This design comes from an exercise in tuning for small area, a short achievable clock period and few clock cycles per item on the open sky130 flow, not from production work.
In this exercise RTL edits were held to simulation tests only and were not proved equivalent to the original.

==> build 14 <==
// minimal_standard_lcg_sampler
module minimal_standard_lcg_sampler (
    input  logic                        aclk,
    input  logic                        aresetn,
    input  logic                        psel,
    input  logic                        penable,
    input  logic                        pwrite,
    input  logic [3:0]                  paddr,
    input  logic [31:0]                 pwdata,
    output logic [31:0]                 prdata,
    output logic                        pready,
    input  logic                        s_valid,
    output logic                        s_ready,
    input  logic [1:0]                  s_func,
    input  logic [2:0]                  s_entry_index,
    input  logic [mlcg_pkg::VAL_W-1:0]  s_weight_value,
    output logic                        m_valid,
    input  logic                        m_ready,
    output logic [mlcg_pkg::VAL_W-1:0]  m_random_value,
    output logic [3:0]                  m_category,
    output logic                        m_flag
);
    logic [30:0]     seed_reg, thresh_reg;
    logic [3:0]      count_reg;
    logic            cfg_we, seed_we;
    logic [1:0]      reg_idx;
    logic [30:0]     x_reg, x_step, m_value_reg;
    logic            b_valid;
    logic [1:0]      b_func;
    logic            m_valid_reg, m_flag_reg;
    logic [3:0]      m_cat_reg, cat;
    logic            adv, accept, step, load;
    logic [4*31-1:0] we_flat;
    logic [4*32-1:0] u_flat;
    assign pready  = 1'b1;
    assign reg_idx = paddr[3:2];
    assign cfg_we  = psel && penable && pwrite;
    assign seed_we = cfg_we && (reg_idx == mlcg_pkg::REG_SEED);
    always_ff @(posedge aclk) begin
        if (!aresetn) begin
            seed_reg   <= 31'd1;
            thresh_reg <= '0;
            count_reg  <= '0;
        end else if (cfg_we) begin
  ...
==> module mlcg_step, before the edit <==
module mlcg_step (
    input  logic [30:0] x,
    output logic [30:0] y
);
    logic [30:0] t0, t1, t2, t3, t4, t5;
    logic [30:0] s1, c1, s2, c2, s3, c3, s4, c4;
    logic [30:0] m1, m2, m3, m4;
    assign t0 = {x[16:0], x[30:17]};
    assign t1 = {x[21:0], x[30:22]};
    assign t2 = ~{x[23:0], x[30:24]};
    assign t3 = {x[25:0], x[30:26]};
    assign t4 = {x[27:0], x[30:28]};
    assign t5 = ~x;
    assign s1 = t0 ^ t1 ^ t2;
    assign m1 = (t0 & t1) | (t0 & t2) | (t1 & t2);
    assign c1 = {m1[29:0], m1[30]};
    assign s2 = t3 ^ t4 ^ t5;
    assign m2 = (t3 & t4) | (t3 & t5) | (t4 & t5);
    assign c2 = {m2[29:0], m2[30]};
    assign s3 = s1 ^ c1 ^ s2;
    assign m3 = (s1 & c1) | (s1 & s2) | (c1 & s2);
    assign c3 = {m3[29:0], m3[30]};
    assign s4 = s3 ^ c3 ^ c2;
    assign m4 = (s3 & c3) | (s3 & c2) | (c3 & c2);
    assign c4 = {m4[29:0], m4[30]};
    logic [30:0] gp [6];
    logic [30:0] pp [6];
    logic [30:0] cy;
    always_comb begin
        gp[0] = s4 & c4;
        pp[0] = s4 ^ c4;
        for (int l = 0; l < 5; l++) begin
            for (int i = 0; i < 31; i++) begin
                gp[l+1][i] = gp[l][i] | (pp[l][i] & gp[l][(i + 31 - (1 << l)) % 31]);
                pp[l+1][i] = pp[l][i] & pp[l][(i + 31 - (1 << l)) % 31];
            end
        end
        for (int i = 0; i < 31; i++) begin
            cy[i] = gp[5][(i + 30) % 31] | pp[5][(i + 30) % 31];
        end
    end
    assign y = pp[0] ^ cy;
endmodule
make LEC_CHECK=0 ABC_AREA=1 CAP_MARGIN=20 CORE_MARGIN=2 CORE_UTILIZATION=55 CTS_CLUSTER_DIAMETER=110 CTS_CLUSTER_SIZE=26 SETUP_SLACK_MARGIN=3.5 SLEW_MARGIN=20 finish   # period 8.0 ns
run.sh (not shown) runs the stock make flow with config.mk's settings and CLKGATE_MAP_FILE= SYNTH_SCRIPT=/design/flow/synth_recipe.tcl, a recipe that flattens the netlist after the stock synthesis.
==> trial 11: changes against build 14 <==
--- a/flow/design.v
+++ b/flow/design.v
@@ -87,2 +87,3 @@
     logic [30:0] cy;
+    logic        eac;
     always_comb begin
@@ -92,8 +93,15 @@
             for (int i = 0; i < 31; i++) begin
-                gp[l+1][i] = gp[l][i] | (pp[l][i] & gp[l][(i + 31 - (1 << l)) % 31]);
-                pp[l+1][i] = pp[l][i] & pp[l][(i + 31 - (1 << l)) % 31];
-            end
-        end
-        for (int i = 0; i < 31; i++) begin
-            cy[i] = gp[5][(i + 30) % 31] | pp[5][(i + 30) % 31];
+                if (((i >> l) & 1) == 1) begin
+                    gp[l+1][i] = gp[l][i] | (pp[l][i] & gp[l][((i >> l) << l) - 1]);
+                    pp[l+1][i] = pp[l][i] & pp[l][((i >> l) << l) - 1];
+                end else begin
+                    gp[l+1][i] = gp[l][i];
+                    pp[l+1][i] = pp[l][i];
+                end
+            end
+        end
+        eac   = gp[5][30] | pp[5][30];
+        cy[0] = eac;
+        for (int i = 1; i < 31; i++) begin
+            cy[i] = gp[5][i-1] | (pp[5][i-1] & eac);
         end
Settings changed: CTS_CLUSTER_DIAMETER 110 to unset, CTS_CLUSTER_SIZE 26 to unset.
==> build 92: changes against build 14 <==
Settings changed: CTS_CLUSTER_DIAMETER 110 to 100, CTS_CLUSTER_SIZE 26 to 22, SETUP_SLACK_MARGIN 3.5 to 3.75.
==> impl_results.md <==
* Vias in the first global route at between 20000 and 30000
* Status: finished clean
* Die Area at ~63000 um^2
* Area growth syn-to-layout at 25.6%
* Adder-cell share of the synthesized area at about a third
* Worst path max stage delay at between 0.5 and 0.6 ns
* Clkbuf count at 72
* H-tree level count at 2
* Worst hold margin at between 0.4 and 0.5 ns
* Period utilization at 56.4%
* Grt met2 use at ~57%
* Post-CTS sizing at 333
* Hold_sp: seed_reg[29]
* Layout cells sized above 1 at between 10% and 20%
* Met3 wire length at around 11000 um
* Critical Path Start: x_reg[7]
* Final worst slack at approximately 3.5 ns
* Register area at approximately 11000 um^2
the above is filed under trial 11

==> impl_results.md <==
* Final worst slack at 3.65 ns
* Hold_sp: seed_reg[5]
* Worst hold margin at 0.466 ns
* Met3 wire length at 11600 um
* Status: finished clean
* Register area at roughly 11000 um^2
* Post-CTS sizing at 591
* Critical Path Start: x_reg[1]
* Vias in the first global route at 28926
* Grt met2 use at about 60%
the above is filed under build 92

==> impl_results.md <==
* Met3 wire length at roughly 9700 um
* H-tree level count at 1
* Period utilization at between 50 and 60%
* Grt met2 use at between 50% and 60%
* Hold_sp: seed_reg[15]
* Clkbuf count at 33
* Vias in the first global route at around 28000
* Critical Path Start: x_reg[12]
* Via density at around 5.9
* Post-CTS sizing at slightly below 300
* Adder-cell share of the synthesized area at roughly a third
* Worst path max stage delay at about 0.56 ns
* Register area at around 11000 um^2
* Status: finished clean
* Area growth syn-to-layout at 17.4%
* Layout cells sized above 1 at a little over an eighth
the above is filed under build 14

Testbench counts of build 14, summed over its fixed seeds: cycles 16,064, items 16,000.
Testbench counts of trial 11, summed over its fixed seeds: cycles 16,064, items 16,000.
Testbench counts of build 92, summed over its fixed seeds: cycles 16,064, items 16,000.

==> afterwards: timing with drivers on the ports <==
The results above use ideal ports. As a check the final layouts listed here were re-extracted and re-timed, cells and wires unchanged.
Step 1 (the two cells are an assumption about what drives the block):
set clk [get_ports {aclk}]
set_driving_cell -lib_cell sky130_fd_sc_hd__clkbuf_16 $clk
set_driving_cell -lib_cell sky130_fd_sc_hd__buf_2 [delete_from_list [all_inputs] $clk]
Step 2 moves the port delays by t, midway between the first and last clock arrival at a register: inputs arrive t later, outputs are due t later. That takes back most of the time a late clock gives input paths.
a / b / c = ideal ports / drivers / drivers and shift; a / b = the first two.
run | t, ns | slack for setup (ns) | worst setup path at the end
build 14 | 0.665 | 3.534 / 3.534 / 3.534 | register to register
trial 11 | 0.669 | 3.487 / 3.479 / 3.479 | input to output
build 92 | 0.678 | 3.648 / 3.648 / 3.648 | register to register
After both steps setup and hold are still met in every run listed. For trial 11, which loses most, drivers alone change the setup slack by -0.008 ns; drivers and shift together by -0.008 ns.
